This design comes from an exercise in tuning for a short achievable clock period and few clock cycles per item on the open sky130 flow, not from production work.
Function was checked by simulation only, so behaviour that the tests miss may differ from the original.
Power and IR drop assume default switching activity.

==> delta <==
==> flow/design.v (excerpt) <==
module sp_multicycle
#(
   parameter int DATA_W      = 32,
   parameter int MEM_AW      = 12,
   parameter int MEM_TIMEOUT = 8,
   parameter int R0_ZERO     = 0
) (
   input  logic              clk,
   input  logic              rst_n,
   input  logic              in_valid,
   input  logic [31:0]       inst,
   output logic              out_valid,
   output logic [31:0]       inst_addr,
   output logic              err,
   output logic              mem_req,
   output logic              mem_we,
   output logic [MEM_AW-1:0] mem_addr,
   output logic [DATA_W-1:0] mem_wdata,
   input  logic [DATA_W-1:0] mem_rdata,
   input  logic              mem_ack
);
   logic [31:0] r [0:31];
   logic        busy_q;      
   logic        first_q;     
   logic        req_q;       
   logic [2:0]  cnt_q;       
   logic        ov_q;        
   logic [31:0] pc4_q;
   logic [3:0]  pc_hi_q;
   logic [31:0] a_q;
   logic [31:0] bop_q;
   logic [31:0] wd_q;
   logic [31:0] tgt_q;
   logic        taken_q;
   logic        memop_q;
   logic        eaok_q;
   logic [MEM_AW-1:0] maddr_q;
   logic [4:0]  shamt_q;
   logic        op_and_q, op_or_q, op_add_q, op_sub_q;
   logic        op_slt_q, op_sll_q, op_nor_q, op_passb_q;
   logic        wr_en_q, load_q, store_q;
   logic [31:0] wsel_q;
   logic [5:0]  op, fn;
  ...
==> flow/config.mk <==
export PLATFORM = sky130hd
export DESIGN_NAME = sp_multicycle
export DESIGN_NICKNAME = sp_multicycle
export VERILOG_FILES = /design/flow/design.v
export SDC_FILE = /design/flow/constraint.sdc
export NUM_CORES = 4
export LEC_CHECK = 0
export CAP_MARGIN = 20
export CORE_MARGIN = 2
export CORE_UTILIZATION = 40
export SLEW_MARGIN = 20
==> flow/constraint.sdc <==
create_clock -name core_clock -period 12.0 [get_ports {clk}]
set_input_delay 2.4000 -clock core_clock [delete_from_list [all_inputs] [get_ports {clk}]]
set_output_delay 2.4000 -clock core_clock [all_outputs]
set_load 0.01 [all_outputs]
standard.sh (not shown) runs the stock make flow with config.mk's settings and CLKGATE_MAP_FILE= SYNTH_SCRIPT=/design/flow/synth_recipe.tcl, a recipe that flattens the netlist after the stock synthesis.
==> flow/flow/run.sh <==
#!/bin/bash
set -euo pipefail
bash standard.sh SETUP_SLACK_MARGIN=7.2 TNS_END_PERCENT=100 \
   ABC_CLOCK_PERIOD_IN_PS=1000 ADDER_MAP_FILE= \
   "SYNTH_KEEP_MODULES=sp_sel32x32 sp_eaunit" finish > standard.log 2>&1
==> pepper (differences from delta) <==
--- a/flow/design.v
+++ b/flow/design.v
@@ -85,41 +85,125 @@
                  | ({32{op_passb}} & b);
 endmodule
 module sp_sel32x32 (
    input  logic [31:0]   sel,
    input  logic [1023:0] d,
    output logic [31:0]   y
 );
-   always_comb begin
-      y = '0;
-      for (int i = 0; i < 32; i++) y = y | ({32{sel[i]}} & d[32*i +: 32]);
+   for (genvar k = 0; k < 32; k++) begin : g_bit
+      logic [15:0] t1;    
+      logic [3:0]  t2;    
+      logic [1:0]  t3;    
+      for (genvar j = 0; j < 16; j++) begin : g_t1
+         sp_aoi22 u (.a1(sel[2*j]), .a2(d[32*(2*j) + k]),
+                     .b1(sel[2*j+1]), .b2(d[32*(2*j+1) + k]), .y(t1[j]));
+      end
+      for (genvar m = 0; m < 4; m++) begin : g_t2
+         sp_nand4 u (.a(t1[4*m]), .b(t1[4*m+1]), .c(t1[4*m+2]), .d(t1[4*m+3]),
+                     .y(t2[m]));
+      end
+      for (genvar n = 0; n < 2; n++) begin : g_t3
+         sp_nor2 u (.a(t2[2*n]), .b(t2[2*n+1]), .y(t3[n]));
+      end
+      sp_nand2 u_y (.a(t3[0]), .b(t3[1]), .y(y[k]));
    end
 endmodule
+module sp_aoi22 (
+   input  logic a1, a2, b1, b2,
+   output logic y
+);
+   assign y = ~((a1 & a2) | (b1 & b2));
+endmodule
+module sp_nand4 (
+   input  logic a, b, c, d,
+   output logic y
+);
+   assign y = ~(a & b & c & d);
+endmodule
+module sp_nor2 (
+   input  logic a, b,
+   output logic y
+);
+   assign y = ~(a | b);
+endmodule
+module sp_nand2 (
+   input  logic a, b,
+   output logic y
+);
+   assign y = ~(a & b);
+endmodule
 module sp_eaunit (
    input  logic [31:0] r,
    input  logic [15:0] imm,
    output logic [11:0] sum,
    output logic        ok
 );
    logic       c12;
    logic       h_small;
    logic [4:0] nh5, nh5m, s5;
-   sp_add #(.W(12)) u_lo (
+   sp_add12 u_lo (
       .a    (r[11:0]),
       .b    (imm[11:0]),
-      .cin  (1'b0),
       .s    (sum),
       .cout (c12)
    );
    assign h_small = (r[31:16] == '0) || (r[31:16] == '1);
    assign nh5     = -r[16:12];
    assign nh5m    = nh5 - 5'd1;
    assign s5      = {imm[15], imm[15:12]};
    assign ok      = h_small && (c12 ? (s5 == nh5m) : (s5 == nh5));
 endmodule
+module sp_add12 (
+   input  logic [11:0] a,
+   input  logic [11:0] b,
+   output logic [11:0] s,
+   output logic        cout
+);
+   logic [11:0] g [0:4];
+   logic [11:0] p [0:4];
+   for (genvar i = 0; i < 12; i++) begin : g_l0
+      sp_and2 u_g (.a(a[i]), .b(b[i]), .y(g[0][i]));
+      sp_xor2 u_p (.a(a[i]), .b(b[i]), .y(p[0][i]));
+   end
+   for (genvar l = 1; l <= 4; l++) begin : g_lv
+      for (genvar i = 0; i < 12; i++) begin : g_b
+         if (i >= (1 << (l - 1))) begin : g_op
+            sp_ao21 u_g (.a(g[l-1][i]), .b(p[l-1][i]), .c(g[l-1][i - (1 << (l - 1))]),
+                         .y(g[l][i]));
+            sp_and2 u_p (.a(p[l-1][i]), .b(p[l-1][i - (1 << (l - 1))]), .y(p[l][i]));
+         end else begin : g_pass
+            assign g[l][i] = g[l-1][i];
+            assign p[l][i] = p[l-1][i];
+         end
+      end
+   end
+   assign s[0] = p[0][0];
+   for (genvar i = 1; i < 12; i++) begin : g_s
+      sp_xor2 u_s (.a(p[0][i]), .b(g[4][i-1]), .y(s[i]));
+   end
+   assign cout = g[4][11];
+endmodule
+module sp_ao21 (
+   input  logic a, b, c,
+   output logic y
+);
+   assign y = a | (b & c);
+endmodule
+module sp_and2 (
+   input  logic a, b,
+   output logic y
+);
+   assign y = a & b;
+endmodule
+module sp_xor2 (
+   input  logic a, b,
+   output logic y
+);
+   assign y = a ^ b;
+endmodule
 module sp_multicycle
 #(
    parameter int DATA_W      = 32,
    parameter int MEM_AW      = 12,
    parameter int MEM_TIMEOUT = 8,
    parameter int R0_ZERO     = 0
 ) (
@@ -236,18 +320,20 @@
       .result   (alu_res)
    );
    assign req       = (first_q && memop_q && eaok_q) || req_q;
    assign mem_req   = req;
    assign mem_we    = store_q;
    assign mem_addr  = maddr_q;
    assign mem_wdata = wd_q;
-   assign out_valid = ov_q || (req && mem_ack);
+   logic retire;
+   sp_ao21 u_ov (.a(ov_q), .b(req), .c(mem_ack), .y(out_valid));
+   assign retire = ov_q || (req && mem_ack);
    assign inst_addr = (taken_q && first_q) ? tgt_q : pc4_q;
    assign wr_data = load_q ? mem_rdata : alu_res;
-   assign wr_go   = out_valid && wr_en_q && !err;
+   assign wr_go   = retire && wr_en_q && !err;
    always_ff @(posedge clk or negedge rst_n) begin
       if (!rst_n) begin
          busy_q  <= 1'b0;
          first_q <= 1'b0;
          req_q   <= 1'b0;
          cnt_q   <= '0;
          ov_q    <= 1'b0;
@@ -317,15 +403,15 @@
          wsel_q  <= 32'd1 << wr_idx;
       end
    end
    always_ff @(posedge clk or negedge rst_n) begin
       if (!rst_n) begin
          pc4_q   <= 32'd4;
          pc_hi_q <= '0;
-      end else if (out_valid) begin
+      end else if (retire) begin
          pc4_q   <= inst_addr + 32'd4;
          pc_hi_q <= inst_addr[31:28];
       end
    end
    always_ff @(posedge clk or negedge rst_n) begin
       if (!rst_n) begin
          for (int i = 0; i < 32; i++) r[i] <= '0;
==> flow/flow/run.sh (replaced) <==
#!/bin/bash
set -euo pipefail
bash standard.sh SETUP_SLACK_MARGIN=7.2 TNS_END_PERCENT=100 \
   ABC_CLOCK_PERIOD_IN_PS=1000 ADDER_MAP_FILE= \
   "SYNTH_KEEP_MODULES=sp_eaunit sp_aoi22 sp_nand4 sp_nor2 sp_nand2 sp_ao21 sp_and2 sp_xor2" \
   PRE_IO_PLACEMENT_TCL="$PWD/flow/io.tcl" finish > standard.log 2>&1
==> flow/flow/io.tcl (new file) <==
# Keep the memory acknowledge input next to the out_valid output: a load or
# store retires in its ack cycle, through one gate from mem_ack to out_valid.
set_io_pin_constraint -group -order -pin_names {mem_ack out_valid}
==> notes.md <==
Status:
- The flow ran to the end and the layout has no timing, DRC or antenna violations.

Final layout:
- In the final layout, clock buffers and inverters account for under 10% of the cell area.
- The multi-input gate share of the layout cell area is approximately 47%.
- The proportion of cell area occupied by registers is 37.9%.

Placed design:
- In this run the cell area measured after placement is 0.0754 sq mm.

Floorplanning:
- The core box area is 0.176 sq mm.

Power:
- The total power divided by cell area is between 200 and 250 mW/mm^2.
- After layout, the design draws a total of between 15,000 and 20,000 uW.
The numbers above come from pepper.

==> notes.md <==
Final layout:
- Across the whole layout, storage elements make up between 30% and 40% of the cell area.
- The multi-input gate share of the layout cell area is 43.6%.
- The clock network area share is around 6.3%.

Power:
- For this design the ratio of total power to cell area is 248 mW/mm^2.
- Summing internal, switching and leakage power gives between 15,000 and 20,000 uW.

Floorplanning:
- The core box area is between 0.15 and 0.2 sq mm.

Status:
- The flow ran to the end and the layout has no timing, DRC or antenna violations.

Placed design:
- The area after detailed placement is roughly 0.071 sq mm.
The numbers above come from delta.

Testbench counts of delta, summed over its fixed seeds: cycles 26,834, instrs 12,000.
Testbench counts of pepper, summed over its fixed seeds: cycles 26,834, instrs 12,000.

separate check: timing with driven ports:
How much do the figures lean on ideal ports? The routed layouts below were timed once more, with nothing changed but the port constraints.
Step 1, drivers: a clkbuf_16 drives clk and a buf_2 each remaining input, both assumed.
Step 2 moves the port delays by t, midway between the first and last clock arrival at a register: inputs arrive t later, outputs are due t later. That takes back most of the time a late clock gives input paths.
Three values: no drivers, after step 1, after step 2; two values: the first two.
| run | shift t [ns] | setup WS [ns] | worst register clock-pin slew, ns | worst slew at a driven data input, ns |
|---|---|---|---|---|
| delta | 0.880 | 6.423 / 6.395 / 5.515 | 0.07 / 0.07 | 0.14 |
| pepper | 0.868 | 6.725 / 6.723 / 5.855 | 0.07 / 0.07 | 0.15 |
After both steps setup and hold are still met in every run listed. For delta, which loses most, drivers alone change the setup slack by -0.028 ns; drivers and shift together by -0.908 ns.
